From an optimization exercise on the open Yosys and OpenROAD flow, aimed at small area and a short achievable clock period; shortcuts taken in it are not production practice.
Where RTL was checked, it was by simulation tests only, not by an equivalence proof against the original.
For run 2, only the layout was checked, not whether the RTL still works.
No activity file was given, so power comes from the tool's default toggle rates.

### flow/run.sh
#!/bin/bash
# synth_recipe.tcl (not shown) runs the flow's synth.tcl, then flattens the netlist and writes it again
# the make line also repeats each setting of config.mk as NAME=value (left out here)
make -C /OpenROAD-flow-scripts/flow DESIGN_CONFIG=/design/flow/config.mk WORK_HOME=/design/flow/orfs CLKGATE_MAP_FILE= SYNTH_SCRIPT=/design/flow/synth_recipe.tcl finish
### flow/config.mk
export PLATFORM = sky130hd
export DESIGN_NAME = mem_responder
export DESIGN_NICKNAME = mem_responder
export VERILOG_FILES = /design/flow/design.v
export SDC_FILE = /design/flow/constraint.sdc
export NUM_CORES = 4
export LEC_CHECK = 0
export CAP_MARGIN = 20
export CORE_MARGIN = 2
export CORE_UTILIZATION = 40
export SLEW_MARGIN = 20
### flow/design.v
module mem_responder #(
    parameter int ADDR_W      = 8,
    parameter int WAIT_CYCLES = 1
) (
    input  logic              clk_i,
    input  logic              reset_i,
    input  logic              req_valid_i,
    output logic              req_ready_o,
    input  logic              req_we_i,
    input  logic              req_pc_i,
    input  logic [15:0]       req_addr_i,
    input  logic [15:0]       req_wdata_i,
    output logic              resp_valid_o,
    output logic [15:0]       resp_rdata_o,
    output logic              resp_err_o,
    input  logic              ld_we_i,
    input  logic [ADDR_W-1:0] ld_addr_i,
    input  logic [15:0]       ld_data_i,
    output logic [15:0]       fetch_cnt_o,
    output logic [15:0]       load_cnt_o,
    output logic [15:0]       store_cnt_o
);
    localparam int DEPTH = 1 << ADDR_W;
    typedef enum logic [1:0] {S_IDLE, S_WAIT, S_RESP} state_t;
    state_t            state_q, state_d;
    logic [3:0]        wcnt_q, wcnt_d;
    logic              we_q, pc_q, err_q;
    logic [ADDR_W-1:0] addr_q;
    logic [15:0]       wdata_q;
    logic [15:0]       rdata_q, rdata_d;
    logic              rerr_q, rerr_d;
    logic [15:0]       fetch_q, fetch_d, load_q, load_d, store_q, store_d;
    logic [15:0]       mem [DEPTH];
    logic              idle, accept, req_err, enter_resp;
    logic              cur_we, cur_pc, cur_err;
    logic [ADDR_W-1:0] cur_addr;
    logic [15:0]       cur_wdata;
    logic              mem_we;
    logic [ADDR_W-1:0] mem_waddr;
    logic [15:0]       mem_wdata;
    assign idle          = (state_q == S_IDLE);
    assign req_ready_o   = idle && !ld_we_i;
    assign accept        = req_valid_i && req_ready_o;
    assign req_err       = ((req_addr_i >> ADDR_W) != 16'd0) || (req_pc_i && req_we_i);
    assign cur_we    = idle ? req_we_i                 : we_q;
    assign cur_pc    = idle ? req_pc_i               : pc_q;
    assign cur_err   = idle ? req_err                    : err_q;
    assign cur_addr  = idle ? req_addr_i[ADDR_W-1:0]   : addr_q;
    assign cur_wdata = idle ? req_wdata_i              : wdata_q;
    always_comb begin
        state_d    = state_q;
        wcnt_d     = wcnt_q;
        rdata_d    = rdata_q;
        rerr_d     = rerr_q;
        fetch_d    = fetch_q;
        load_d     = load_q;
        store_d    = store_q;
        enter_resp = 1'b0;
        mem_we     = 1'b0;
        mem_waddr  = ld_addr_i;
        mem_wdata  = ld_data_i;
        case (state_q)
            S_IDLE: begin
                if (ld_we_i) begin
                    mem_we = 1'b1;
                end else if (accept) begin
                    if (WAIT_CYCLES == 0) begin
                        state_d    = S_RESP;
                        enter_resp = 1'b1;
                    end else begin
                        state_d = S_WAIT;
                        wcnt_d  = 4'(WAIT_CYCLES - 1);
                    end
                end
            end
            S_WAIT: begin
                if (wcnt_q == 4'd0) begin
                    state_d    = S_RESP;
                    enter_resp = 1'b1;
                end else begin
                    wcnt_d = wcnt_q - 4'd1;
                end
            end
            S_RESP:  state_d = S_IDLE;
            default: state_d = S_IDLE;
        endcase
        if (enter_resp) begin
            rerr_d  = cur_err;
            rdata_d = (cur_err || cur_we) ? 16'd0 : mem[cur_addr];
            if (!cur_err) begin
                if (cur_pc) begin
                    fetch_d = fetch_q + 16'd1;
                end else if (cur_we) begin
                    store_d   = store_q + 16'd1;
                    mem_we    = 1'b1;
                    mem_waddr = cur_addr;
                    mem_wdata = cur_wdata;
                end else begin
                    load_d = load_q + 16'd1;
                end
            end
        end
    end
    always_ff @(posedge clk_i) begin
        if (reset_i) begin
            state_q <= S_IDLE;
            wcnt_q  <= 4'd0;
            rdata_q <= 16'd0;
            rerr_q  <= 1'b0;
            fetch_q <= 16'd0;
            load_q  <= 16'd0;
            store_q <= 16'd0;
        end else begin
            state_q <= state_d;
            wcnt_q  <= wcnt_d;
            rdata_q <= rdata_d;
            rerr_q  <= rerr_d;
            fetch_q <= fetch_d;
            load_q  <= load_d;
            store_q <= store_d;
        end
    end
    always_ff @(posedge clk_i) begin
        if (accept) begin
            we_q    <= req_we_i;
            pc_q    <= req_pc_i;
            err_q   <= req_err;
            addr_q  <= req_addr_i[ADDR_W-1:0];
            wdata_q <= req_wdata_i;
        end
    end
    always_ff @(posedge clk_i) begin
        if (mem_we && !reset_i) begin
            mem[mem_waddr] <= mem_wdata;
        end
    end
    assign resp_valid_o = (state_q == S_RESP);
    assign resp_rdata_o = rdata_q;
    assign resp_err_o   = rerr_q;
    assign fetch_cnt_o  = fetch_q;
    assign load_cnt_o   = load_q;
    assign store_cnt_o  = store_q;
endmodule
### flow/constraint.sdc
create_clock -name core_clock -period 4.8 [get_ports {clk_i}]
set_input_delay 0.9600 -clock core_clock [delete_from_list [all_inputs] [get_ports {clk_i}]]
set_output_delay 0.9600 -clock core_clock [all_outputs]
set_load 0.01 [all_outputs]
==> results.cfg, run 1 <==
[cells_and_area]
layout-drive-gt1-share_pct = 16.0
multi_input_area_mm2 = 0.0372
area_delta_synth_final_pct = 19.1
final_common_cell = edfxtp_1
final_cell_mix = 4123 x edfxtp_1, 3186 x nand2_1, 1058 x nand3_1
utilization_pct = 47.8
final_cell_count_no_fill = 18700
fin_area_mm2 = 0.197
nets = 12900
nFillCells = 35400
regArea_mm2 = 0.125

[yosys]
ys_seq_area_share_pct = 75.6
netlist_top_cells_area = edfxtp_1 75%, nand2_1 7.3%, nand3_1 3.2%
synth-main-ff-cell = edfxtp_1
avgSynthCellArea_um2 = 13.9
synth_warnings = 1
ys_ff_latch = 4194
synth_edf_count = 4123
synth_cell_types = 89
synth_area_mm2 = 0.166
synth_top_area_share_pct = 74.8
synth_cells = 11900
synthesis.nets = 11900
synthArstFlopShare_pct = 0
synth_top_cell_by_area = edfxtp_1

[clock_network]
root_buffer = clkbuf_16
clk_pin_slew_ns = 0.06
cts.repair.resized = 0
htree_num_levels = 5
clk_latency_ns = 1.01
cts_made_buffers = 431
cts_buffer_depth = 4
cts_num_sinks = 4194
hold_buffers = 0
cts_tree = built
post_cts_buffers = 0

[power_and_ir_drop]
powerDensity_mw_per_mm2 = 409
vdd_drop_max_uv = 350
leakage_nw = 66.4

[timing]
worst_pin_slew_ns = 1.13
hold_viol = 0
finalMaxSlewViolations = 0
setup_viol = 0
rsz0062_at_grt = false
fmax_mhz = 214
period_needed_ns = 4.68
max_slew_margin_pct = 24.9
fin_worst_skew_ns = 0.0421
period_share_pct = 97.6

[critical_path]
cp_data_arrival_time_ns = 5.63
critPathMaxFanout = 22
startpoint_type = register
cp-end-kind = register
path_class = register to register
ff2ff_path_depth = 15
reg2reg_slack_ns = 0.12
regToRegEndpoint = rdata_q[6]
cp.required_ns = 5.74
crit_start = state_q[0]
crit_end = rdata_q[6]
timing.rr.start = state_q[0]

[die]
rows = 236
die_h_um = 647
num_io_pins = 129
die_x_um = 647
core-area_mm2 = 0.413
initial_core_util_pct = 40.1
fp.dieArea_mm2 = 0.419

[global_route]
grt_usage_pct = 25.8
grt_pass1_wl_mm = 779
overflow = 0
antenna_found_initial = 35
first_global_vias = 102000
grt_max_degree = 121

[placed_design]
placed_cell_area_mm2 = 0.184
placed_cells = 17900
place_congestion = 0.916
placement.io_buffers = 128
hpwl_mm = 354

[routing]
firstDrtPassIters = 6
routed_via_density = 5.90
drtIter0Drc = 15700
vias = 110000
ant_nets = 0
wl_per_cell_um = 29.7
drcViolationCount = 0
wirelength_mm = 555

[worst_hold_path]
min_path_type = register to register

[flow_run]
cap_violations = 0

[run_status]
status = finished clean
per-layer routing:
metal	up-vias	share of wire [%]	global-route usage, %
met3	1114	11	5.00
met4	14	5.3	11.8
met2	6356	45	39.6
met1	56100	39	35.7
li1	46800	-	-
met5	-	0.015	0
state kept, by name (all words and copies together), names as in the netlist, 2 cells and up:
register,cells
fetch_q,16
mem,4096
store_q,16
addr_q,8
rdata_q,16
state_q,2
wdata_q,16
load_q,16
wcnt_q,4
power breakdown:
group | leakage [nW] | switching (W) | internal, W
registers | 37.6 | 0.0000191 | 0.0403
logic | 22.2 | 0.00540 | 0.00235
clock network | 6.63 | 0.0143 | 0.0183
total | 66.4 | 0.0197 | 0.0609
how the worst min path moves through the flow:
stage | start | end | slack, ns | cells after the start
2_1_floorplan | wcnt_q[1] | wcnt_q[1] | 0.48 | 2
3_3_place_gp | fetch_q[5] | fetch_q[5] | 0.48 | 2
3_5_place_dp | rerr_q | rerr_q | 0.49 | 2
4_1_cts | req_wdata_i[2] | wdata_q[2] | 0.49 | 1
5_1_grt | req_wdata_i[14] | wdata_q[14] | 0.54 | 1
6_report | rerr_q | rerr_q | 0.49 | 2
worst max-delay path, stage by stage, from the launching register on:
cell and delay, ns:
dfxtp_1 0.39, buf_4 0.25, or3b_1 0.49, nand2_8 0.23
buf_12 0.21, buf_12 0.20, buf_4 0.23, a211oi_1 0.07
a311oi_1 0.24, a31oi_1 0.14, o21ai_0 0.67, buf_4 0.22
nand4_1 0.39, buf_4 0.31, o2bb2a_1 0.39, nand2_1 0.11
metrics by stage:
stage / TNS, ns / setup WS (ns) / total power [W] / hold slack (ns)
finish: 0 / 0.117 / 0.0806 / 0.494
global route: 0 / 0.125 / 0.0825 / 0.542
CTS: 0 / 0.142 / 0.0807 / 0.486
detailed placement: -11.49 / -0.733 / 0.0486 / 0.486
global placement: -12.66 / -0.902 / 0.0486 / 0.485
floorplan: -119.95 / -0.0394 / 0.0449 / 0.477
cells by family after synthesis:
family                   synth area share (%)
AO/OA/AOI/OAI                            6.04
buffers and inverters                    2.48
XOR/XNOR                                0.222
adder cells (fa/ha/maj)                0.0302
AND/OR/NAND/NOR                          13.3
flip-flops                               75.6
multiplexers                             2.26
cell type report:
class	count	area share, %
diodes	11	0.0140
clock inverters	269	1.17
clock buffers	531	5.70
repair buffers	1331	7.28
flip-flops and latches	4194	63.5
well taps	5474	3.47
multi-input cells	6860	18.9
inverters	16	0.0304
cell usage after synthesis (20+ instances only):
| master | n |
|---|---|
| a311oi_1 | 263 |
| mux2i_1 | 228 |
| edfxtp_1 | 4123 |
| buf_1 | 49 |
| nor2_1 | 372 |
| a21oi_1 | 60 |
| xor2_1 | 34 |
| mux4_2 | 63 |
| nand3_1 | 1058 |
| buf_4 | 98 |
| a31oi_1 | 375 |
| buf_2 | 426 |
| a32oi_1 | 147 |
| a211oi_1 | 119 |
| o2111ai_1 | 66 |
| and3_1 | 276 |
| o221ai_1 | 25 |
| clkbuf_1 | 224 |
| o22ai_1 | 36 |
| o21ai_0 | 106 |
| dfxtp_1 | 71 |
| nor3_1 | 61 |
| or2_2 | 20 |
| nand2_1 | 3202 |
| nand4_1 | 108 |
==> inputs of run 2 (changes only) <==
==> flow/design.v (replaced) <==
module mem_responder #(
    parameter int ADDR_W      = 8,
    parameter int WAIT_CYCLES = 1
) (
    input  logic              clk_i,
    input  logic              reset_i,
    input  logic              req_valid_i,
    output logic              req_ready_o,
    input  logic              req_we_i,
    input  logic              req_pc_i,
    input  logic [15:0]       req_addr_i,
    input  logic [15:0]       req_wdata_i,
    output logic              resp_valid_o,
    output logic [15:0]       resp_rdata_o,
    output logic              resp_err_o,
    input  logic              ld_we_i,
    input  logic [ADDR_W-1:0] ld_addr_i,
    input  logic [15:0]       ld_data_i,
    output logic [15:0]       fetch_cnt_o,
    output logic [15:0]       load_cnt_o,
    output logic [15:0]       store_cnt_o
);
    localparam int DEPTH = 1 << ADDR_W;
    logic              wait_q, resp_q, ldw_q;
    logic              we_q, pc_q, err_q;
    logic [ADDR_W-1:0] addr_q;
    logic [15:0]       wdata_q;
    logic [15:0]       rdata_q;
    logic [15:0]       fetch_q, load_q, store_q;
    logic [15:0]       mem_q [DEPTH];
    logic idle, accept, req_err;
    assign idle        = !wait_q && !resp_q;
    assign req_ready_o = idle && !ld_we_i;
    assign accept      = req_valid_i && req_ready_o;
    assign req_err     = (req_addr_i[15:ADDR_W] != '0) || (req_pc_i && req_we_i);
    always_ff @(posedge clk_i) begin
        wait_q <= !reset_i && accept;
        resp_q <= !reset_i && wait_q;
        ldw_q  <= !reset_i && idle && ld_we_i;
    end
    always_ff @(posedge clk_i) begin
        if (idle) begin
            we_q    <= req_we_i;
            pc_q    <= req_pc_i;
            err_q   <= req_err;
            addr_q  <= ld_we_i ? ld_addr_i : req_addr_i[ADDR_W-1:0];
            wdata_q <= ld_we_i ? ld_data_i : req_wdata_i;
        end
    end
    always_ff @(posedge clk_i) begin
        if (reset_i) begin
            fetch_q <= 16'd0;
            load_q  <= 16'd0;
            store_q <= 16'd0;
        end else if (wait_q && !err_q) begin
            if (pc_q)      fetch_q <= fetch_q + 16'd1;
            else if (we_q) store_q <= store_q + 16'd1;
            else           load_q  <= load_q + 16'd1;
        end
    end
    logic mem_we;
    assign mem_we = ldw_q || (resp_q && we_q && !err_q);
    logic rd_en;
    assign rd_en = !we_q && !err_q;
    logic [DEPTH-1:0] wsel, rsel;
    logic [15:0]      rd_terms [DEPTH];
    genvar r;
    generate
        for (r = 0; r < DEPTH; r++) begin : g_word
            logic wr, wrn;
            assign wr  = mem_we && (addr_q == ADDR_W'(r));
            assign wrn = !wr;
            assign rsel[r] = rd_en && (addr_q == ADDR_W'(r));
            always_ff @(posedge clk_i) begin
                mem_q[r] <= ({16{wr}} & wdata_q) | ({16{wrn}} & mem_q[r]);
            end
            assign rd_terms[r] = {16{rsel[r]}} & mem_q[r];
        end
    endgenerate
    logic [15:0] rd_data;
    always_comb begin
        rd_data = 16'd0;
        for (int i = 0; i < DEPTH; i++) rd_data = rd_data | rd_terms[i];
    end
    always_ff @(posedge clk_i) rdata_q <= rd_data;
    assign resp_valid_o = resp_q;
    assign resp_rdata_o = rdata_q;
    assign resp_err_o   = err_q;
    assign fetch_cnt_o  = fetch_q;
    assign load_cnt_o   = load_q;
    assign store_cnt_o  = store_q;
endmodule
--- a/flow/config.mk
+++ b/flow/config.mk
@@ -6,6 +6,8 @@
 export NUM_CORES = 4
 export LEC_CHECK = 0
+export ABC_CLOCK_PERIOD_IN_PS = 2500
 export CAP_MARGIN = 20
 export CORE_MARGIN = 2
 export CORE_UTILIZATION = 40
+export SETUP_SLACK_MARGIN = 2.0
 export SLEW_MARGIN = 20
==> run 2 against run 1 <==
  * Clock-buffer cell count increased by 31
  * First-iteration DRC count increased by 110%
  * Combinational power down 41%
  * Sequential share of layout area shrank 1.6 points
  * Critical endpoint is now rdata_q[13]
  * Worst hold slack gained 0.00073 ns
  * Now fails the layout checks on max-slew violations
  * Final cell count decreased by 11%
==> results.cfg, run 2 <==
[power_and_ir_drop]
vdd_drop_max_uv = 367
leakage_nw = 65.3
p_total_w = 0.0803
powerDensity_mw_per_mm2 = 397

[timing]
layout_setup_ws_ns = 0.0469
worst_pin_slew_ns = 1.58
period_share_pct = 99.0
rsz0062_at_grt = true
period_needed_ns = 4.75
fin_worst_skew_ns = 0.0943
max_slew_margin_pct = -5.32
hold_viol = 0
setup_viol = 0
fmax_mhz = 210
finalMaxSlewViolations = 44

[yosys]
synth_top_cell_by_area = edfxtp_1
synthArstFlopShare_pct = 0
synth-main-ff-cell = edfxtp_1
synth_cell_types = 74
synth.most_common_cell = edfxtp_1
avgSynthCellArea_um2 = 17.5
synth_top_area_share_pct = 79.9
ys_ff_latch = 4190
ys_seq_area_share_pct = 80.8
synth_area_mm2 = 0.155
synth_edf_count = 4123
synthTopCellsByCount = 4123 x edfxtp_1, 1233 x a22oi_1, 427 x clkbuf_1
synth_cells = 8845
synthesis.nets = 8910
synth_warnings = 3
netlist_top_cells_area = edfxtp_1 80%, a22oi_1 6.0%, a22o_1 1.8%

[cells_and_area]
final_cell_mix = 4123 x edfxtp_1, 1428 x buf_4, 1160 x a22oi_1
final_cell_count_no_fill = 16500
final_common_cell = edfxtp_1
utilization_pct = 52.4
nFillCells = 31300
layout-drive-gt1-share_pct = 30.7
area_delta_synth_final_pct = 30.5
nets = 10900

[global_route]
first_global_vias = 108000
use_met3_pct = 30.0
use_met2_pct = 72.2
grt_pass1_wl_mm = 1340
grt_usage_pct = 55.6
antenna_found_initial = 220
met1_usage_pct = 66.0
top_usage_layer = met2
overflow = 0
grt_max_degree = 144

[clock_network]
cts_buffer_depth = 4
clk_latency_ns = 1.10
hold_buffers = 0
clk_pin_slew_ns = 0.06
root_buffer = clkbuf_16
cts_tree = built
cts_made_buffers = 450
cts_num_sinks = 4190
htree_num_levels = 5

[routing]
wirelength_mm = 1110
wl_per_cell_um = 67.2
drcViolationCount = 0
firstDrtPassIters = 7
drtIter0Drc = 32700
ant_nets = 0
vias = 126000
routed_via_density = 7.64

[placed_design]
post-place-ws_ns = -0.602
place_congestion = 1.09
placed_cells = 15200
placement.io_buffers = 128
hpwl_mm = 756

[critical_path]
critPathMaxFanout = 4
path_class = register to register
crit_start = addr_q[7]
cp.required_ns = 5.69
max_stage_delay_ns = 0.92
startpoint_type = register
path_buf_inv = 12
worstPathCellList = buf_8 -> buf_12 -> buf_16 -> buf_6 -> nand4bb_4 -> buf_12 -> buf_4 -> buf_8 -> buf_4 -> buf_6 -> buf_6 -> nor3_2 -> buf_6 -> buf_12 -> a22oi_2 -> nand4_1 -> nor4_4 -> and4_4 -> nand4_1
critical-path-slowest-cell = a22oi_2
cp-end-kind = register
crit_family = simple AND/OR/NAND/NOR gates
cp_common_cell = buf_6
cp_data_arrival_time_ns = 5.65
timing.rr.start = addr_q[7]

[die]
die_h_um = 626
fp.dieArea_mm2 = 0.392
num_io_pins = 129
die_x_um = 626
core-area_mm2 = 0.386
rows = 228
initial_core_util_pct = 40.2

[run_status]
so_faults = max-slew violations
status = failed layout checks

[worst_hold_path]
hold_start = req_valid_i
min_path_type = input port to register

[flow_run]
cap_violations = 0
-- run 2: cell types whose count changed in the layout (fill, tap and decap cells not counted), sizes merged, moves of 163 or more --
| cell | delta |
|---|---|
| nand4 | +212 |
| and3 | -251 |
| buf | +775 |
| a21oi | +163 |
| nand3 | -871 |
| a311oi | -262 |
| a22o | +304 |
| a22oi | +1218 |
| mux2i | -203 |
| a31oi | -353 |
| nand2 | -2995 |
-- run 2: cell type report --
cell class	instances	area, µm²	share of cell area, %
Clock inverter	260	2370	1.17
Clock buffer	562	11800	5.86
Timing Repair Buffer	2122	22700	11.2
Antenna cell	166	415	0.205
Tap cell	5175	6470	3.20
Inverter	2	7.51	0.00371
Sequential cell	4190	125000	61.9
Multi-Input combinational cell	4063	33200	16.4
-- run 2: per-stage QoR --
| stage | hold WS, ns | setup TNS, ns | cell area, µm² |
|---|---|---|---|
| after global placement | 0.479 | -6.70 | 181000 |
| after floorplan | 0.480 | 0 | 158000 |
| after CTS | 0.486 | 0 | 200000 |
| final | 0.495 | 0 | 202000 |
| after global routing | 0.520 | 0 | 202000 |
| after detailed placement | 0.505 | -1.55 | 182000 |
-- run 2: logic make-up (layout without fill, tap and decap cells) --
logic type,Yosys count,after routing,synth area share [%]
XOR/XNOR,39,39,0.220
other,0,166,0
multiplexers,60,60,0.417
adder cells (fa/ha/maj),3,3,0.0242
buffers and inverters,594,2946,1.52
AND/OR/NAND/NOR,1606,1608,5.57
flip-flops,4190,4190,80.8
AO/OA/AOI/OAI,2353,2353,11.5
-- run 2: final timing paths --
check / endpoint / slack [ns] / depth (start not counted)
worst min register to register: load_q[15] / 0.52 / 2
worst min-delay path: wait_q / 0.49 / 2
worst max register to register: rdata_q[13] / 0.05 / 19
worst max-delay path: rdata_q[13] / 0.05 / 19
-- run 2: metal layers --
| layer | wire length, µm | part of all wire, % |
|---|---|---|
| met5 | 971 | 0.087 |
| met4 | 125000 | 11 |
| met3 | 197000 | 18 |
| met2 | 424000 | 38 |
| met1 | 365000 | 33 |
-- run 2: worst register-to-register path, stage by stage, from the launching register on --
cell       delay (ns)
edfxtp_1         0.40
buf_8            0.14
buf_12           0.14
buf_16           0.15
buf_6            0.12
nand4bb_4        0.09
buf_12           0.17
buf_4            0.14
buf_8            0.15
buf_4            0.13
buf_6            0.09
buf_6            0.09
nor3_2           0.04
buf_6            0.15
buf_12           0.14
a22oi_2          0.92
nand4_1          0.52
nor4_4           0.35
and4_4           0.46
nand4_1          0.20
-- run 2: power breakdown --
group / leakage (nW) / internal, W / total, W / switching (W)
Sequential: 37.6 / 0.0408 / 0.0409 / 0.0000978
Clock: 6.92 / 0.0193 / 0.0348 / 0.0156
Combinational: 20.8 / 0.00101 / 0.00460 / 0.00358
-- run 2: what timing repair did --
action,CTS,global route
buffers inserted,213,87
pin swaps,119,57
setup endpoints to repair,4029,4166
endpoints found under the hold margin,0,0
gates cloned,15,4
resized for setup,420,96
==> inputs of run 3 (changes only) <==
--- a/flow/design.v
+++ b/flow/design.v
@@ -22,5 +22,5 @@
 );
     localparam int DEPTH = 1 << ADDR_W;
-    logic              wait_q, resp_q, ldw_q;
+    logic              wait_q, resp_q;
     logic              we_q, pc_q, err_q;
     logic [ADDR_W-1:0] addr_q;
@@ -37,5 +37,4 @@
         wait_q <= !reset_i && accept;
         resp_q <= !reset_i && wait_q;
-        ldw_q  <= !reset_i && idle && ld_we_i;
     end
     always_ff @(posedge clk_i) begin
@@ -44,6 +43,6 @@
             pc_q    <= req_pc_i;
             err_q   <= req_err;
-            addr_q  <= ld_we_i ? ld_addr_i : req_addr_i[ADDR_W-1:0];
-            wdata_q <= ld_we_i ? ld_data_i : req_wdata_i;
+            addr_q  <= req_addr_i[ADDR_W-1:0];
+            wdata_q <= req_wdata_i;
         end
     end
@@ -59,29 +58,39 @@
         end
     end
-    logic mem_we;
-    assign mem_we = ldw_q || (resp_q && we_q && !err_q);
+    logic              mem_we;
+    logic [ADDR_W-1:0] mem_waddr;
+    logic [15:0]       mem_wdata;
+    assign mem_we    = !reset_i && (wait_q ? (we_q && !err_q) : (idle && ld_we_i));
+    assign mem_waddr = wait_q ? addr_q  : ld_addr_i;
+    assign mem_wdata = wait_q ? wdata_q : ld_data_i;
     logic rd_en;
-    assign rd_en = !we_q && !err_q;
-    logic [DEPTH-1:0] wsel, rsel;
-    logic [15:0]      rd_terms [DEPTH];
+    assign rd_en = !req_we_i && !req_err;
+    localparam int NGRP = DEPTH / 4;
+    logic [NGRP-1:0] gsel;
+    logic [15:0]     cand_d [4];
+    logic [15:0]     cand_q [4];
     genvar r;
     generate
         for (r = 0; r < DEPTH; r++) begin : g_word
-            logic wr, wrn;
-            assign wr  = mem_we && (addr_q == ADDR_W'(r));
-            assign wrn = !wr;
-            assign rsel[r] = rd_en && (addr_q == ADDR_W'(r));
             always_ff @(posedge clk_i) begin
-                mem_q[r] <= ({16{wr}} & wdata_q) | ({16{wrn}} & mem_q[r]);
+                if (mem_we && mem_waddr == ADDR_W'(r)) mem_q[r] <= mem_wdata;
             end
-            assign rd_terms[r] = {16{rsel[r]}} & mem_q[r];
+        end
+        for (r = 0; r < NGRP; r++) begin : g_grp
+            assign gsel[r] = rd_en && (req_addr_i[ADDR_W-1:2] == (ADDR_W-2)'(r));
         end
     endgenerate
-    logic [15:0] rd_data;
     always_comb begin
-        rd_data = 16'd0;
-        for (int i = 0; i < DEPTH; i++) rd_data = rd_data | rd_terms[i];
+        for (int k = 0; k < 4; k++) begin
+            cand_d[k] = 16'd0;
+            for (int g = 0; g < NGRP; g++) cand_d[k] = cand_d[k] | ({16{gsel[g]}} & mem_q[4*g + k]);
+        end
     end
-    always_ff @(posedge clk_i) rdata_q <= rd_data;
+    always_ff @(posedge clk_i) begin
+        if (idle) begin
+            for (int k = 0; k < 4; k++) cand_q[k] <= cand_d[k];
+        end
+    end
+    always_ff @(posedge clk_i) rdata_q <= cand_q[addr_q[1:0]];
     assign resp_valid_o = resp_q;
     assign resp_rdata_o = rdata_q;
--- a/flow/config.mk
+++ b/flow/config.mk
@@ -6,8 +6,7 @@
 export NUM_CORES = 4
 export LEC_CHECK = 0
-export ABC_CLOCK_PERIOD_IN_PS = 2500
 export CAP_MARGIN = 20
 export CORE_MARGIN = 2
-export CORE_UTILIZATION = 40
+export CORE_UTILIZATION = 65
 export SETUP_SLACK_MARGIN = 2.0
-export SLEW_MARGIN = 20
+export SLEW_MARGIN = 30
==> run 3 against run 2 <==
  * Now clean on timing, DRC and antenna
  * Clock skew fell by 0.042 ns
  * Critical endpoint is now cand_q[3][14]
  * Critical path depth decreased by 10
  * Total power shrank 5.0%
  * Worst hold slack got worse by 0.22 ns
  * Synthesized cell count shrank 4.3%
  * Utilization increased by 27 points
  * Clock-buffer cell count decreased by 45
==> results.cfg, run 3 <==
[yosys]
ys_seq_area_share_pct = 81.4
synth_edf_count = 4187
synth.most_common_cell = edfxtp_1
synth-main-ff-cell = edfxtp_1
synth_cells = 8461
synthesis.nets = 8526
ys_ff_latch = 4253
synth_top_area_share_pct = 80.5
synth_warnings = 4
synth_area_mm2 = 0.156
synthTopCellsByCount = 4187 x edfxtp_1, 1088 x a22oi_1, 358 x nor2_1
synth_top_cell_by_area = edfxtp_1
synth_cell_types = 84
synthArstFlopShare_pct = 0
netlist_top_cells_area = edfxtp_1 81%, a22oi_1 5.2%, a221oi_1 1.6%
avgSynthCellArea_um2 = 18.4

[die]
rows = 179
initial_core_util_pct = 65.5
num_io_pins = 129
core-area_mm2 = 0.238
fp.dieArea_mm2 = 0.244
die_h_um = 494
die_x_um = 494

[routing]
wl_per_cell_um = 42.8
firstDrtPassIters = 8
drcViolationCount = 0
routed_via_density = 7.64
ant_nets = 0
vias = 99800
drtIter0Drc = 19500
wirelength_mm = 559

[timing]
setup-tns-final_ns = 0
rsz0062_at_grt = true
period_share_pct = 65.2
fin_worst_skew_ns = 0.0520
worst_hold_slack_ns = 0.272
fmax_mhz = 320
max_slew_margin_pct = 25.8
setup_viol = 0
worst_pin_slew_ns = 1.11
finalMaxSlewViolations = 0
period_needed_ns = 3.13
hold_viol = 0

[global_route]
grt_usage_pct = 44.4
overflow = 0
first_global_vias = 90900
antenna_found_initial = 52
grt_max_degree = 122
grt_pass1_wl_mm = 739

[clock_network]
hold_buffers = 0
cts_buffer_depth = 4
cts_num_sinks = 4253
cts_tree = built
clk_pin_slew_ns = 0.06
root_buffer = clkbuf_16
htree_num_levels = 5
cts_made_buffers = 417
clk_latency_ns = 1.00

[cells_and_area]
regMostFlops = mem_q
final_cell_count_no_fill = 13100
largest_reg_flops = 4096
final_common_cell = edfxtp_1
nFillCells = 12500
final_cell_mix = 4187 x edfxtp_1, 1069 x a22oi_1, 701 x buf_4
layout-drive-gt1-share_pct = 23.4
area_delta_synth_final_pct = 20.7
nets = 9593
fin_area_mm2 = 0.188
top_regs = mem_q x4096, cand_q x64

[critical_path]
critPathMaxFanout = 37
reg2reg_slack_ns = 1.90
cp_data_arrival_time_ns = 3.97
regToRegEndpoint = mem_q[207][12]
timing.rr.start = wait_q
path_class = input port to register
cp.required_ns = 5.64
startpoint_type = input port
ff2ff_path_depth = 8
cp-end-kind = register

[placed_design]
placed_cell_area_mm2 = 0.167
place_congestion = 0.961
placement.io_buffers = 128
placed_cells = 11800
hpwl_mm = 319

[power_and_ir_drop]
vdd_drop_max_uv = 417
p_total_w = 0.0763
powerDensity_mw_per_mm2 = 405
leakage_nw = 60.0

[worst_hold_path]
min_delay_path_depth = 1
hold_start = req_addr_i[4]
min_path_type = input port to register
min_to = addr_q[4]

[flow_run]
cap_violations = 0

[run_status]
status = finished clean
==> run 3: changes by cell type after synthesis, moves of 64 or more <==
| cell | change |
|---|---|
| nor3_1 | -170 |
| a21oi_1 | -84 |
| o21ai_0 | +66 |
| nand3_1 | -107 |
| a22oi_1 | -145 |
| buf_2 | +205 |
| edfxtp_1 | +64 |
| nand4_1 | -197 |
| nor4_1 | -65 |
| a222oi_1 | +134 |
| a31oi_1 | +99 |
| clkbuf_1 | -239 |
| a221oi_1 | +173 |
==> run 3: layer usage <==
metal | vias to the layer above | track usage, % | part of all wire, %
met5 | - | 0.450 | 0.078
met4 | 44 | 24.9 | 7.2
met3 | 1955 | 16.5 | 18
met2 | 9837 | 62.7 | 42
met1 | 49900 | 60.2 | 33
li1 | 38100 | - | -
==> run 3: worst max path at each step <==
stage               slack, ns       endpoint      startpoint  depth (start not counted)
CTS                      1.82   cand_q[0][8]  req_addr_i[11]                         13
floorplan                1.23    mem_q[6][0]          wait_q                          8
finish                   1.67  cand_q[3][14]   req_addr_i[2]                          9
global placement        -0.30   cand_q[3][1]   req_addr_i[6]                          9
global route             1.87   cand_q[3][1]  req_addr_i[13]                         13
detailed placement      -0.14  cand_q[0][13]   req_addr_i[4]                          8
==> run 3: kinds of logic after synthesis <==
logic type	count (synthesis)	synth area share, %
adders and majority gates	3	0.0240
buffers and inverters	595	1.86
AOI/OAI and AO/OA	2454	12.1
xor gates and xnor gates	37	0.208
muxes	117	0.899
and+or+nand+nor	1002	3.51
DFF	4253	81.4
==> run 3: stage by stage <==
| stage | utilization [%] | worst slack, ns |
|---|---|---|
| final | 79.1 | 1.67 |
| after global routing | 79.0 | 1.87 |
| after CTS | 77.8 | 1.82 |
| after detailed placement | 70.3 | -0.141 |
| after global placement | 70.2 | -0.295 |
| after floorplan | - | 1.23 |
==> run 3: area by class of cell <==
class                   count  area, µm²  share of cell area (%)
flip-flops and latches   4253     127000                    67.5
multi-input cells        3618      29800                    15.8
repair buffers           1226      14400                    7.64
clock buffers             517      11000                    5.82
well taps                3167       3960                    2.10
clock inverters           227       2080                    1.11
diodes                     35       87.6                  0.0465
inverters                  12       45.0                  0.0239
==> run 3: what timing repair did <==
action                      CTS  global route
setup buffers               226           148
pin swaps                   115           121
cloned                       31            22
resized for setup           375           203
setup endpoints to repair  4028          1251
==> run 3: worst max-delay path, stage by stage <==
cell	delay (ns)
buf_16	0.14
buf_4	0.16
nor4b_4	0.41
buf_12	0.30
buf_4	0.52
nand2_1	0.12
a31oi_1	0.90
nor4_1	0.19
nand4_1	0.14
==> run 3: report_power, final <==
group,switching (W),internal [W]
combinational,0.00246,0.000863
clock,0.0137,0.0180
sequential,0.000101,0.0411
==> inputs of run 4 (changes only) <==
--- a/flow/design.v
+++ b/flow/design.v
@@ -64,6 +64,4 @@
     assign mem_waddr = wait_q ? addr_q  : ld_addr_i;
     assign mem_wdata = wait_q ? wdata_q : ld_data_i;
-    logic rd_en;
-    assign rd_en = !req_we_i && !req_err;
     localparam int NGRP = DEPTH / 4;
     logic [NGRP-1:0] gsel;
@@ -78,5 +76,5 @@
         end
         for (r = 0; r < NGRP; r++) begin : g_grp
-            assign gsel[r] = rd_en && (req_addr_i[ADDR_W-1:2] == (ADDR_W-2)'(r));
+            assign gsel[r] = (req_addr_i[ADDR_W-1:2] == (ADDR_W-2)'(r));
         end
     endgenerate
@@ -88,9 +86,7 @@
     end
     always_ff @(posedge clk_i) begin
-        if (idle) begin
-            for (int k = 0; k < 4; k++) cand_q[k] <= cand_d[k];
-        end
+        for (int k = 0; k < 4; k++) cand_q[k] <= cand_d[k];
     end
-    always_ff @(posedge clk_i) rdata_q <= cand_q[addr_q[1:0]];
+    always_ff @(posedge clk_i) rdata_q <= (we_q || err_q) ? 16'd0 : cand_q[addr_q[1:0]];
     assign resp_valid_o = resp_q;
     assign resp_rdata_o = rdata_q;
--- a/flow/config.mk
+++ b/flow/config.mk
@@ -8,5 +8,7 @@
 export CAP_MARGIN = 20
 export CORE_MARGIN = 2
-export CORE_UTILIZATION = 65
+export CORE_UTILIZATION = 70
+export CTS_CLUSTER_DIAMETER = 80
+export CTS_CLUSTER_SIZE = 20
 export SETUP_SLACK_MARGIN = 2.0
 export SLEW_MARGIN = 30
==> run 4 against run 3 <==
  * Critical path depth fell by 6
  * Synthesized cell count rose by 31%
  * Sequential power barely moved
  * Clock-buffer cell count fell by 115
  * Routed wire length fell by 1.9%
  * Worst hold slack improved by 0.16 ns
  * Clock skew fell by 0.0040 ns
  * Sequential share of layout area rose by 0.49 points
  * Global-route usage rose by 1.5 points
  * Worst setup slack improved by 0.15 ns
  * Critical path type is now register to output port
==> results.cfg, run 4 <==
[cells_and_area]
final_common_cell = edfxtp_1
layout-drive-gt1-share_pct = 14.6
final_cell_count_no_fill = 14600
largest_reg_flops = 4096
regMostFlops = mem_q
nFillCells = 12400
final_cell_mix = 4123 x edfxtp_1, 3314 x nand3_1, 923 x nand4_1
nets = 11400
area_delta_synth_final_pct = 13.6
top_regs = mem_q x4096, cand_q x64

[timing]
period_share_pct = 62.0
finalMaxSlewViolations = 0
worst_pin_slew_ns = 1.14
layout_setup_ws_ns = 1.82
setup-tns-final_ns = 0
setup_viol = 0
fmax_mhz = 336
max_slew_margin_pct = 23.4
hold_viol = 0
rsz0062_at_grt = true
fin_worst_skew_ns = 0.0480
worst_hold_slack_ns = 0.431
period_needed_ns = 2.98

[yosys]
synth_cells = 11100
synth_warnings = 4
synthArstFlopShare_pct = 0
synth_top_area_share_pct = 75.6
synthTopCellsByCount = 4123 x edfxtp_1, 3314 x nand3_1, 923 x nand4_1
netlist_top_cells_area = edfxtp_1 76%, nand3_1 10%, nand4_1 3.5%
synthesis.nets = 11100
synth_cell_types = 56
synth_edf_count = 4123
ys_ff_latch = 4253
synth.most_common_cell = edfxtp_1
synth_area_mm2 = 0.164
synth-main-ff-cell = edfxtp_1
avgSynthCellArea_um2 = 14.8
ys_seq_area_share_pct = 77.2
synth_top_cell_by_area = edfxtp_1

[clock_network]
hold_buffers = 0
cts_buffer_depth = 3
root_buffer = clkbuf_16
clk_pin_slew_ns = 0.09
htree_num_levels = 4
cts_tree = built
cts_num_sinks = 4253
clk_latency_ns = 0.96
cts_made_buffers = 231

[worst_hold_path]
min_delay_path_depth = 1
min_path_type = input port to register
hold_start = req_addr_i[5]

[global_route]
antenna_found_initial = 34
grt_pass1_wl_mm = 768
first_global_vias = 105000
grt_usage_pct = 45.8
overflow = 0
grt_max_degree = 129

[die]
die_h_um = 488
initial_core_util_pct = 70.4
num_io_pins = 129
core-area_mm2 = 0.233
fp.dieArea_mm2 = 0.238
rows = 177
die_x_um = 488

[routing]
firstDrtPassIters = 8
wirelength_mm = 548
drcViolationCount = 0
routed_via_density = 7.69
drtIter0Drc = 21900
ant_nets = 0
vias = 112000
wl_per_cell_um = 37.6

[critical_path]
cp_data_arrival_time_ns = 2.02
crit_family = buffers and inverters
crit_start = wait_q
startpoint_type = register
cp.required_ns = 3.84
timing.rr.start = wait_q
worstPathCellList = buf_12 -> nor3_2 -> dlygate4sd2_1
critPathMaxFanout = 23
critical-path-slowest-cell = dfxtp_4
crit_cells = 3
path_buf_inv = 2
max_stage_delay_ns = 0.38
path_class = register to output port
cp-end-kind = output port
ff2ff_path_depth = 7

[power_and_ir_drop]
leakage_nw = 58.3
vdd_drop_max_uv = 486
powerDensity_mw_per_mm2 = 355

[run_status]
status = finished clean

[placed_design]
post-place-ws_ns = 0.0953
hpwl_mm = 320
placed_cells = 13800
placement.io_buffers = 128
place_congestion = 0.964

[flow_run]
cap_violations = 0
## run 4: changes by cell type after synthesis, sizes merged, moves of 223 or more
| cell | before | now |
|---|---|---|
| a221oi | 291 | 0 |
| nand4 | 123 | 923 |
| a22oi | 1088 | 0 |
| nor4 | 44 | 267 |
| clkbuf | 188 | 640 |
| nand3 | 80 | 3314 |
## run 4: kinds of logic after synthesis
| group | after synthesis | synth area share (%) |
|---|---|---|
| compound gates | 325 | 1.53 |
| xor+xnor | 36 | 0.193 |
| fa+ha+maj | 3 | 0.0229 |
| buf+inv | 949 | 2.34 |
| flops | 4253 | 77.2 |
| mux | 111 | 0.862 |
| simple gates | 5386 | 17.9 |
## run 4: worst paths after layout
kind                                       to  slack, ns
worst min register to register      load_q[5]       0.51
worst max register to register  mem_q[155][3]       2.06
worst min-delay path                addr_q[5]       0.43
worst max-delay path              req_ready_o       1.82
## run 4: power breakdown
| group | switching (W) | leakage (nW) | internal, W |
|---|---|---|---|
| combinational | 0.00294 | 16.9 | 0.000868 |
| sequential | 0.000370 | 38.2 | 0.0410 |
| clock | 0.0115 | 3.20 | 0.00935 |
| total | 0.0148 | 58.3 | 0.0512 |
## run 4: layout make-up
cell class	count	area (µm²)	area share, %
clock buffers	402	6570	3.53
repair buffers	957	11900	6.38
flip-flops and latches	4253	126000	67.9
inverters	11	41.3	0.0222
well taps	3043	3810	2.05
multi-input cells	5864	37100	20.0
diodes	26	65.1	0.0350
clock inverters	11	165	0.0887
## run 4: through the flow
stage	cell area [µm²]	utilization, %	power, W
final	186000	80.0	0.0661
after global routing	186000	80.0	0.0672
after CTS	185000	79.5	0.0657
after detailed placement	174000	74.8	0.0457
after global placement	173000	74.6	0.0456
after floorplan	166000	-	0.0436
## run 4: worst reg2reg max path, delay by kind of cell (launching register included)
kind                   cells  cell delay [ns]
AOI/OAI and AO/OA          1             0.41
buffers and inverters      3             0.89
and+or+nand+nor            3             0.72
DFF                        1             0.38
## run 4: layer usage
layer	part of all wire [%]	GRT usage [%]	vias to the layer above	wire [µm]
met3	17	14.4	2099	91400
met1	32	62.5	54800	177000
li1	-	-	44300	-
met5	0.034	0	-	185
met4	7.7	27.9	26	42000
met2	43	65.5	10800	237000
## run 4: repair_timing
item / 4_1_cts / 5_1_grt
resized for setup: 195 / 94
cloned: 2 / 3
pin swaps: 148 / 26
setup buffers: 231 / 45
setup endpoints to repair: 4478 / 1603
==> inputs of run 5 (changes only) <==
--- a/flow/config.mk
+++ b/flow/config.mk
@@ -11,4 +11,4 @@
 export CTS_CLUSTER_DIAMETER = 80
 export CTS_CLUSTER_SIZE = 20
-export SETUP_SLACK_MARGIN = 2.0
+export SETUP_SLACK_MARGIN = 2.3
 export SLEW_MARGIN = 30
==> run 5 against run 4 <==
  * Die area stayed put
  * Sequential cell count unchanged
  * Routed wire length rose by 11%
  * Sequential share of layout area decreased by 2.2 points
  * Combinational power is 15% higher
  * Utilization up 2.8 points
  * The layout now fails its checks (max-capacitance violations, max-slew violations)
  * Highest routed layer unchanged
==> results.cfg, run 5 <==
[cells_and_area]
largest_reg_flops = 4096
final_common_cell = edfxtp_1
final_cell_mix = 4123 x edfxtp_1, 3314 x nand3_1, 923 x nand4_1
nets = 11800
top_regs = mem_q x4096, cand_q x64
nFillCells = 11500
regMostFlops = mem_q
utilization_pct = 82.8
layout-drive-gt1-share_pct = 18.6
area_delta_synth_final_pct = 17.6

[timing]
fin_worst_skew_ns = 0.0330
fmax_mhz = 281
rsz0062_at_grt = true
worst_pin_slew_ns = 1.84
period_share_pct = 74.1
period_needed_ns = 3.56
max_slew_margin_pct = -23.8
finalMaxSlewViolations = 2
worst_hold_slack_ns = 0.387
layout_setup_ws_ns = 1.24
setup_viol = 0
hold_viol = 0

[routing]
wl_per_cell_um = 40.6
route.met2.wl_mm = 254
routed_via_density = 7.91
ant_nets = 0
drcViolationCount = 0
firstDrtPassIters = 12
drtIter0Drc = 25600
dr_wl_met3_mm = 110
m1WireLength_mm = 182
wirelength_mm = 609
top_layer = met5
vias = 119000

[die]
die_x_um = 488
die_h_um = 488
num_io_pins = 129
rows = 177
fp.dieArea_mm2 = 0.238
initial_core_util_pct = 70.4
core-area_mm2 = 0.233

[power_and_ir_drop]
powerDensity_mw_per_mm2 = 346
pwr-share-comb_pct = 6.6
swShare_pct = 22.9
switching_power_w = 0.0153
clock_power_share_pct = 31.4
internal_power_w = 0.0514
pwr-share-seq_pct = 62.0
vdd_drop_max_uv = 374
leakage_nw = 61.6

[run_status]
so_faults = max-capacitance violations, max-slew violations
status = failed layout checks

[critical_path]
critPathMaxFanout = 52
cp_data_arrival_time_ns = 4.29
cp.required_ns = 5.54
startpoint_type = input port
path_class = input port to register
ff2ff_path_depth = 12
cp-end-kind = register

[yosys]
ys_ff_latch = 4253
synth.most_common_cell = edfxtp_1
synth_area_mm2 = 0.164
ys_seq_area_share_pct = 77.2
synth-main-ff-cell = edfxtp_1
avgSynthCellArea_um2 = 14.8
synth_top_cell_by_area = edfxtp_1
synth_warnings = 4
synth_cell_types = 56
synth_cells = 11100
synthTopCellsByCount = 4123 x edfxtp_1, 3314 x nand3_1, 923 x nand4_1
netlist_top_cells_area = edfxtp_1 76%, nand3_1 10%, nand4_1 3.5%
synth_top_area_share_pct = 75.6
synthArstFlopShare_pct = 0
synth_edf_count = 4123
synthesis.nets = 11100

[placed_design]
hpwl_mm = 325
post-place-ws_ns = -0.0935
place_congestion = 0.959
placement.io_buffers = 128

[clock_network]
clk_pin_slew_ns = 0.09
cts_made_buffers = 230
cts_buffer_depth = 3
cts_tree = built
cts_num_sinks = 4253
root_buffer = clkbuf_16
clk_latency_ns = 0.98
htree_num_levels = 4

[global_route]
first_global_vias = 106000
grt_max_degree = 122
overflow = 0
antenna_found_initial = 72
grt_pass1_wl_mm = 791
grt_usage_pct = 47.6

[flow_run]
cap_violations = 1

[worst_hold_path]
min_delay_path_depth = 2
min_path_type = input port to register
-- run 5: changes by cell type in the layout (fill, tap and decap cells not counted), sizes merged, moves of 2 or more --
cell and change:
buf +380, clkbuf +59, dlygate4sd2 -44, clkdlybuf4s15 +28, diode +22, clkdlybuf4s50 -21, bufbuf +14, and2 +8
clkinv -3, mux2 +3, inv +2
-- run 5: worst max-delay path: stages --
cell     delay (ns)
buf_16         0.13
buf_6          0.16
and4b_4        0.31
buf_4          0.28
buf_12         0.21
nand3_1        0.16
nand4_1        0.21
nor4_1         1.54
nand4_1        0.21
-- run 5: per-layer routing --
layer / vias up / global-route usage (%)
li1: 45200 / -
met1: 57300 / 62.4
met2: 13000 / 68.2
met3: 3179 / 15.9
met4: 42 / 32.0
met5: - / 0
-- run 5: layout make-up --
cell class | instances | area (µm²) | area share [%]
Sequential cell | 4253 | 127000 | 65.7
Multi-Input combinational cell | 5877 | 37600 | 19.5
Timing Repair Buffer | 1364 | 17800 | 9.23
Clock buffer | 412 | 6590 | 3.42
Tap cell | 3043 | 3810 | 1.98
Antenna cell | 48 | 120 | 0.0624
Clock inverter | 8 | 108 | 0.0559
Inverter | 11 | 41.3 | 0.0214
-- run 5: worst paths after layout --
| kind | startpoint | endpoint | slack, ns |
|---|---|---|---|
| worst max-delay path | req_addr_i[7] | cand_q[3][14] | 1.24 |
| worst min-delay path | req_addr_i[7] | addr_q[7] | 0.39 |
| worst max register to register | wait_q | mem_q[98][13] | 2.01 |
| worst min register to register | store_q[5] | store_q[5] | 0.51 |
-- run 5: stage by stage --
step           instance area (µm²)  setup TNS [ns]  std cells  power, W
6_report                    193000               0      15000    0.0667
5_1_grt                     192000               0      15000    0.0675
3_3_place_gp                174000           -1.07      14000    0.0456
2_1_floorplan               166000               0      11100    0.0436
4_1_cts                     187000               0      14700    0.0657
3_5_place_dp                174000         -0.0935      14000    0.0457
-- run 5: cell families after synthesis --
logic type,synth area share (%)
compound gates,1.53
xor+xnor,0.193
fa+ha+maj,0.0229
buf+inv,2.34
flops,77.2
mux,0.862
simple gates,17.9
-- run 5: power by group through the flow --
stage / registers, W / clock network, W / logic (W)
after global routing: 0.0413 / 0.0219 / 0.00431
after detailed placement: 0.0422 / 0 / 0.00353
final: 0.0414 / 0.0209 / 0.00438
after floorplan: 0.0419 / 0 / 0.00167
after global placement: 0.0422 / 0 / 0.00344
after CTS: 0.0413 / 0.0206 / 0.00378
-- run 5: repair_timing --
action                     in CTS  in global routing
hold buffers                    0                  0
gates resized for setup       635                557
hold endpoints to repair        0                  0
setup buffers                 243                216
cloned                         35                 82
pin swaps                     127                121
setup endpoints to repair    5430               2407
==> inputs of run 6 (changes only) <==
--- a/flow/design.v
+++ b/flow/design.v
@@ -64,8 +64,8 @@
     assign mem_waddr = wait_q ? addr_q  : ld_addr_i;
     assign mem_wdata = wait_q ? wdata_q : ld_data_i;
-    localparam int NGRP = DEPTH / 4;
+    localparam int NGRP = DEPTH / 8;
     logic [NGRP-1:0] gsel;
-    logic [15:0]     cand_d [4];
-    logic [15:0]     cand_q [4];
+    logic [15:0]     cand_d [8];
+    logic [15:0]     cand_q [8];
     genvar r;
     generate
@@ -76,17 +76,17 @@
         end
         for (r = 0; r < NGRP; r++) begin : g_grp
-            assign gsel[r] = (req_addr_i[ADDR_W-1:2] == (ADDR_W-2)'(r));
+            assign gsel[r] = (req_addr_i[ADDR_W-1:3] == (ADDR_W-3)'(r));
         end
     endgenerate
     always_comb begin
-        for (int k = 0; k < 4; k++) begin
+        for (int k = 0; k < 8; k++) begin
             cand_d[k] = 16'd0;
-            for (int g = 0; g < NGRP; g++) cand_d[k] = cand_d[k] | ({16{gsel[g]}} & mem_q[4*g + k]);
+            for (int g = 0; g < NGRP; g++) cand_d[k] = cand_d[k] | ({16{gsel[g]}} & mem_q[8*g + k]);
         end
     end
     always_ff @(posedge clk_i) begin
-        for (int k = 0; k < 4; k++) cand_q[k] <= cand_d[k];
+        for (int k = 0; k < 8; k++) cand_q[k] <= cand_d[k];
     end
-    always_ff @(posedge clk_i) rdata_q <= (we_q || err_q) ? 16'd0 : cand_q[addr_q[1:0]];
+    always_ff @(posedge clk_i) rdata_q <= (we_q || err_q) ? 16'd0 : cand_q[addr_q[2:0]];
     assign resp_valid_o = resp_q;
     assign resp_rdata_o = rdata_q;
--- a/flow/config.mk
+++ b/flow/config.mk
@@ -11,4 +11,4 @@
 export CTS_CLUSTER_DIAMETER = 80
 export CTS_CLUSTER_SIZE = 20
-export SETUP_SLACK_MARGIN = 2.3
+export SETUP_SLACK_MARGIN = 2.0
 export SLEW_MARGIN = 30
==> run 6 against run 5 <==
  * Now clean on timing, DRC and antenna
  * Final cell count down 15%
  * Clock power is essentially flat
  * Synthesized cell count is 20% lower
==> results.cfg, run 6 <==
[run_status]
status = finished clean

[global_route]
overflow = 0
grt_usage_pct = 51.9
antenna_found_initial = 72
first_global_vias = 96100
grt_max_degree = 132
grt_pass1_wl_mm = 794

[yosys]
avgSynthCellArea_um2 = 17.7
synth_cells = 8863
synth_warnings = 4
synthArstFlopShare_pct = 0
synth_top_cell_by_area = edfxtp_1
ys_seq_area_share_pct = 81.5
synth-main-ff-cell = edfxtp_1
synthTopCellsByCount = 4123 x edfxtp_1, 1522 x a22oi_1, 786 x and3_1
synth_cell_types = 62
synth_top_area_share_pct = 79.0
synth.most_common_cell = edfxtp_1
synth_area_mm2 = 0.157
synthesis.nets = 8928
netlist_top_cells_area = edfxtp_1 79%, a22oi_1 7.3%, and3_1 3.1%
ys_ff_latch = 4317
synth_edf_count = 4123

[routing]
wirelength_mm = 595
top_layer = met5
dr_wl_met3_mm = 118
wl_per_cell_um = 46.6
ant_nets = 0
route.met2.wl_mm = 247
m1WireLength_mm = 177
drtIter0Drc = 23800
drcViolationCount = 0
vias = 104000
firstDrtPassIters = 7
routed_via_density = 8.17

[timing]
hold_viol = 0
worst_pin_slew_ns = 1.16
setup-tns-final_ns = 0
rsz0062_at_grt = true
finalMaxSlewViolations = 0
max_slew_margin_pct = 22.5
fmax_mhz = 342
period_share_pct = 60.9
setup_viol = 0
fin_worst_skew_ns = 0.0398
period_needed_ns = 2.92

[cells_and_area]
final_cell_mix = 4123 x edfxtp_1, 1519 x a22oi_1, 781 x and3_1
nets = 9597
area_delta_synth_final_pct = 15.1
final_common_cell = edfxtp_1
nFillCells = 11300
utilization_pct = 81.1
regMostFlops = mem_q
fin_area_mm2 = 0.180
largest_reg_flops = 4096
top_regs = mem_q x4096, cand_q x128
layout-drive-gt1-share_pct = 17.2

[clock_network]
cts_tree = built
htree_num_levels = 4
cts_made_buffers = 234
clk_latency_ns = 0.96
root_buffer = clkbuf_16
cts_num_sinks = 4317
cts_buffer_depth = 3
hold_buffers = 0
clk_pin_slew_ns = 0.09

[critical_path]
path_class = input port to register
critical-path-slowest-cell = or4_1
max_stage_delay_ns = 0.54
cp_common_cell = buf_12
cp.required_ns = 5.62
startpoint_type = input port
cp-end-kind = register
worstPathCellList = dlygate4sd2_1 -> buf_12 -> nor2_4 -> buf_12 -> and2_4 -> buf_12 -> buf_4 -> a22oi_1 -> nand4_1 -> or4_1
critPathMaxFanout = 46
cp_data_arrival_time_ns = 3.74

[die]
fp.dieArea_mm2 = 0.228
num_io_pins = 129
core-area_mm2 = 0.222
die_h_um = 477
die_x_um = 477
initial_core_util_pct = 70.5
rows = 173

[placed_design]
placed_cell_area_mm2 = 0.169
hpwl_mm = 322
placement.io_buffers = 128
place_congestion = 0.936

[flow_run]
cap_violations = 0

[power_and_ir_drop]
p_total_w = 0.0666
powerDensity_mw_per_mm2 = 369
vdd_drop_max_uv = 407
leakage_nw = 59.8

[worst_hold_path]
min_path_type = input port to register
## run 6: metrics by stage
stage / cells / setup WS [ns] / hold slack [ns]
2_1_floorplan: 8863 / 1.19 / 0.454
3_3_place_gp: 12000 / 0.150 / 0.475
3_5_place_dp: 12000 / 0.184 / 0.487
4_1_cts: 12700 / 1.73 / 0.468
5_1_grt: 12700 / 1.97 / 0.445
6_report: 12800 / 1.88 / 0.434
## run 6: repair_timing
item,in CTS,in global routing
pin swaps,77,18
endpoints found under the hold margin,0,0
gates cloned,16,3
setup endpoints to repair,4173,4135
resized for setup,470,106
setup buffers,193,46
## run 6: layer usage
metal / track usage (%) / vias up
li1: - / 37900
met2: 71.3 / 12500
met5: 0 / -
met3: 22.9 / 2965
met1: 67.3 / 50800
met4: 35.3 / 40
## run 6: final timing paths
| path | start | to | slack (ns) | cells past startpoint |
|---|---|---|---|---|
| setup / recovery | req_addr_i[3] | cand_q[7][5] | 1.88 | 10 |
| hold / removal | ld_we_i | wait_q | 0.43 | 3 |
| setup reg to reg | addr_q[0] | rdata_q[13] | 1.94 | 7 |
| hold reg to reg | store_q[8] | store_q[8] | 0.52 | 2 |
## run 6: critical path, delay by kind of cell
| family | cells | cell delay (ns) |
|---|---|---|
| buf+inv | 5 | 1.09 |
| compound gates | 1 | 0.31 |
| simple gates | 4 | 1.15 |
## run 6: kinds of logic (layout without fill, tap and decap cells)
| group | count (synthesis) | in the layout | synth area share (%) |
|---|---|---|---|
| adder cells (fa/ha/maj) | 3 | 3 | 0.0240 |
| flip-flops | 4317 | 4317 | 81.5 |
| XOR/XNOR | 36 | 36 | 0.201 |
| AO/OA/AOI/OAI | 1891 | 1891 | 9.24 |
| multiplexers | 52 | 52 | 0.418 |
| buffers and inverters | 626 | 1478 | 1.60 |
| AND/OR/NAND/NOR | 1938 | 1954 | 7.04 |
| other | 0 | 66 | 0 |
## run 6: area by class of cell
class / instances / area [µm²] / area share [%]
clock buffers: 420 / 6670 / 3.70
repair buffers: 1024 / 12000 / 6.65
well taps: 2975 / 3720 / 2.06
inverters: 19 / 75.1 / 0.0416
multi-input cells: 3936 / 29800 / 16.5
flip-flops and latches: 4317 / 128000 / 70.8
diodes: 66 / 165 / 0.0916
clock inverters: 15 / 213 / 0.118
## run 6: power breakdown
| group | switching, W | internal (W) | total [W] | leakage (nW) |
|---|---|---|---|---|
| logic | 0.00264 | 0.000787 | 0.00343 | 17.9 |
| registers | 0.000352 | 0.0416 | 0.0420 | 38.7 |
| clock network | 0.0118 | 0.00944 | 0.0212 | 3.26 |
| total | 0.0148 | 0.0519 | 0.0666 | 59.8 |
==> inputs of run 7 (changes only) <==
==> flow/flow/run.sh (new file) <==
#!/bin/bash
# The standard layout (the standard.sh, unchanged synthesis and steps), with one change:
# the buffers that buffer_ports puts on every input and output port are buf_4 cells instead of
# the default pick, a clkdlybuf4s50 delay cell that stays slow on the port paths after routing.
set -euo pipefail
echo 'export BUFFER_PORTS_ARGS = -buffer_cell sky130_fd_sc_hd__buf_4' >> "$FLOW_CONFIG"
bash standard.sh finish > standard.log 2>&1
==> flow/standard.sh (new file) <==
#!/bin/bash
# synth_recipe.tcl (not shown) runs the flow's synth.tcl, then flattens the netlist and writes it again
# the make line also repeats each setting of config.mk as NAME=value (left out here)
make -C /OpenROAD-flow-scripts/flow DESIGN_CONFIG=/design/flow/config.mk WORK_HOME=/design/flow/orfs CLKGATE_MAP_FILE= SYNTH_SCRIPT=/design/flow/synth_recipe.tcl "${@:-finish}"
--- a/flow/config.mk
+++ b/flow/config.mk
@@ -13,2 +13,3 @@
 export SETUP_SLACK_MARGIN = 2.0
 export SLEW_MARGIN = 30
+export BUFFER_PORTS_ARGS = -buffer_cell sky130_fd_sc_hd__buf_4
removed: flow/run.sh
==> run 7 against run 6 <==
  * Clock skew increased by 0.011 ns
  * Worst hold slack got worse by 0.26 ns
  * Non-clock buffer count decreased by 33
  * Sequential cell count unchanged
  * Synthesized area unchanged
  * First-iteration DRC count increased by 3.3%
  * Register-to-register slack got worse by 0.02 ns
  * Largest power group unchanged
  * Highest routed layer unchanged
==> results.cfg, run 7 <==
[routing]
vias = 105000
drcViolationCount = 0
ant_nets = 0
firstDrtPassIters = 10
wirelength_mm = 607
routed_via_density = 8.24
wl_per_cell_um = 47.7
drtIter0Drc = 24600

[yosys]
synth_cells = 8863
synth_edf_count = 4123
synthArstFlopShare_pct = 0
synth_area_mm2 = 0.157
synthesis.nets = 8928
synth-main-ff-cell = edfxtp_1
netlist_top_cells_area = edfxtp_1 79%, a22oi_1 7.3%, and3_1 3.1%
ys_ff_latch = 4317
synth_warnings = 4
avgSynthCellArea_um2 = 17.7
synth_top_cell_by_area = edfxtp_1
synth_cell_types = 62
synth_top_area_share_pct = 79.0
synthTopCellsByCount = 4123 x edfxtp_1, 1522 x a22oi_1, 786 x and3_1
ys_seq_area_share_pct = 81.5
synth.most_common_cell = edfxtp_1

[timing]
setup_viol = 0
fmax_mhz = 328
max_slew_margin_pct = 18.6
period_needed_ns = 3.05
rsz0062_at_grt = true
hold_viol = 0
layout_setup_ws_ns = 1.75
setup-tns-final_ns = 0
finalMaxSlewViolations = 0
fin_worst_skew_ns = 0.0504
period_share_pct = 63.5
worst_pin_slew_ns = 1.22

[placed_design]
post-place-ws_ns = 0.564
placed_cell_area_mm2 = 0.168
place_congestion = 0.971
placement.io_buffers = 128
hpwl_mm = 331

[power_and_ir_drop]
clock_power_share_pct = 31.8
swShare_pct = 22.3
pwr-share-comb_pct = 5.2
internal_power_w = 0.0518
vdd_drop_max_uv = 431
pwr-share-seq_pct = 63.0
powerDensity_mw_per_mm2 = 370
switching_power_w = 0.0149
leakage_nw = 59.5

[global_route]
overflow = 0
grt_max_degree = 126
first_global_vias = 96500
grt_usage_pct = 53.0
antenna_found_initial = 70
top_usage_layer = met2
met1_usage_pct = 67.6
use_met3_pct = 24.4
grt_pass1_wl_mm = 808
use_met2_pct = 72.5

[critical_path]
crit_end = cand_q[4][11]
path_class = input port to register
path_buf_inv = 2
cp-end-kind = register
regToRegEndpoint = mem_q[52][15]
max_stage_delay_ns = 0.72
ff2ff_path_depth = 8
critical-path-slowest-cell = and3_4
cp.required_ns = 5.69
critPathMaxFanout = 57
crit_start = req_addr_i[7]
crit_cells = 7
cp_data_arrival_time_ns = 3.94
reg2reg_slack_ns = 1.92
startpoint_type = input port
worstPathCellList = buf_6 -> and3_4 -> and2_4 -> buf_12 -> a22oi_1 -> nand4_1 -> or4_1
crit_family = simple AND/OR/NAND/NOR gates
timing.rr.start = wait_q

[cells_and_area]
area_delta_synth_final_pct = 14.8
fin_area_mm2 = 0.180
layout-drive-gt1-share_pct = 17.9
largest_reg_flops = 4096
final_cell_mix = 4123 x edfxtp_1, 1518 x a22oi_1, 781 x and3_1
regMostFlops = mem_q
top_regs = mem_q x4096, cand_q x128
nets = 9571
final_common_cell = edfxtp_1

[clock_network]
cts_made_buffers = 233
root_buffer = clkbuf_16
clk_latency_ns = 0.98
cts_buffer_depth = 3
cts_num_sinks = 4317
htree_num_levels = 4
clk_pin_slew_ns = 0.08
cts_tree = built

[flow_run]
cap_violations = 0

[die]
fp.dieArea_mm2 = 0.228
die_h_um = 477
core-area_mm2 = 0.222
num_io_pins = 129
initial_core_util_pct = 70.5
die_x_um = 477
rows = 173

[worst_hold_path]
min_path_type = input port to register
min_delay_path_depth = 1

[run_status]
status = finished clean
-- run 7: through the flow --
step	power, W	utilization [%]	cells	hold WS, ns
3_5_place_dp	0.0458	75.7	12000	0.511
5_1_grt	0.0675	80.9	12700	0.168
4_1_cts	0.0659	80.4	12600	0.176
6_report	0.0667	80.9	12700	0.176
3_3_place_gp	0.0457	75.5	12000	0.489
2_1_floorplan	0.0439	-	8863	0.454
-- run 7: final cells by class --
class	instances	area, µm²
repair buffers	991	11500
multi-input cells	3944	30000
flip-flops and latches	4317	128000
well taps	2975	3720
diodes	67	168
clock buffers	419	6620
fillers	11200	42400
inverters	19	75.1
clock inverters	11	178
-- run 7: per-layer routing --
| metal | routed length [µm] | part of all wire [%] |
|---|---|---|
| met5 | 535 | 0.088 |
| met4 | 57900 | 9.5 |
| met3 | 124000 | 20 |
| met2 | 248000 | 41 |
| met1 | 177000 | 29 |
-- run 7: what timing repair did --
item,CTS,global route
hold buffers,0,0
gates resized for setup,215,118
buffers inserted,205,45
hold endpoints to repair,0,0
pin swaps,104,23
cloned,19,6
endpoints found under the setup margin,4361,2410
-- run 7: worst min-delay path by stage --
stage | startpoint | to | slack [ns]
6_report | req_addr_i[2] | addr_q[2] | 0.18
5_1_grt | req_wdata_i[0] | wdata_q[0] | 0.17
4_1_cts | req_wdata_i[0] | wdata_q[0] | 0.18
3_5_place_dp | cand_q[0][0] | rdata_q[0] | 0.51
3_3_place_gp | store_q[6] | store_q[6] | 0.49
2_1_floorplan | cand_q[0][0] | rdata_q[0] | 0.45
-- run 7: power by group through the flow --
stage / combinational (W) / sequential, W / clock [W]
global route: 0.00340 / 0.0420 / 0.0221
detailed placement: 0.00300 / 0.0428 / 0
CTS: 0.00312 / 0.0419 / 0.0208
finish: 0.00347 / 0.0420 / 0.0212
global placement: 0.00291 / 0.0428 / 0
floorplan: 0.00133 / 0.0426 / 0
-- run 7: cells by family (layout without fill, tap and decap cells) --
logic type	count (synthesis)	count (layout)	share of synthesized area, %
buffers and inverters	626	1440	1.60
DFF	4317	4317	81.5
xor gates and xnor gates	36	36	0.201
muxes	52	53	0.418
AOI/OAI and AO/OA	1891	1891	9.24
adders and majority gates	3	3	0.0240
other	0	67	0
and+or+nand+nor	1938	1961	7.04

-- what the ideal ports hide --
In the flow no input, the clock included, has a driving cell. The finished layouts below were timed again as built, in two steps.
Step 1: set_driving_cell puts a clkbuf_16 on clk_i and a buf_2 on each other input, an assumption about the parent block.
Step 2 times the ports against the registers' clock, not the clock port: input delays grow and output delays shrink by t, the midpoint of the rising clock arrivals with the driver on.
Three values: ideal, step 1, step 2; two values: the first two.
| run | t, ns | setup slack, ns | slew at the worst register clock pin (ns) | worst slew at a driven data input, ns |
|---|---|---|---|---|
| run 1 | 1.109 | 0.117 / 0.117 / -0.881 | 0.07 / 0.07 | 0.13 |
| run 2 | 1.183 | 0.047 / 0.047 / 0.047 | 0.07 / 0.07 | 0.06 |
| run 3 | 1.084 | 1.672 / 1.476 / 0.392 | 0.07 / 0.07 | 0.54 |
| run 4 | 1.049 | 1.825 / 1.718 / 0.823 | 0.10 / 0.10 | 0.18 |
| run 5 | 1.047 | 1.245 / 1.108 / 0.060 | 0.10 / 0.10 | 0.24 |
| run 6 | 1.047 | 1.877 / 1.886 / 0.839 | 0.10 / 0.10 | 0.17 |
| run 7 | 1.057 | 1.751 / 1.787 / 0.730 | 0.10 / 0.10 | 0.12 |
Met with ideal ports but missed after step 2: setup timing in run 1. For run 3, which loses most, drivers alone change the setup slack by -0.196 ns; drivers and shift together by -1.280 ns.
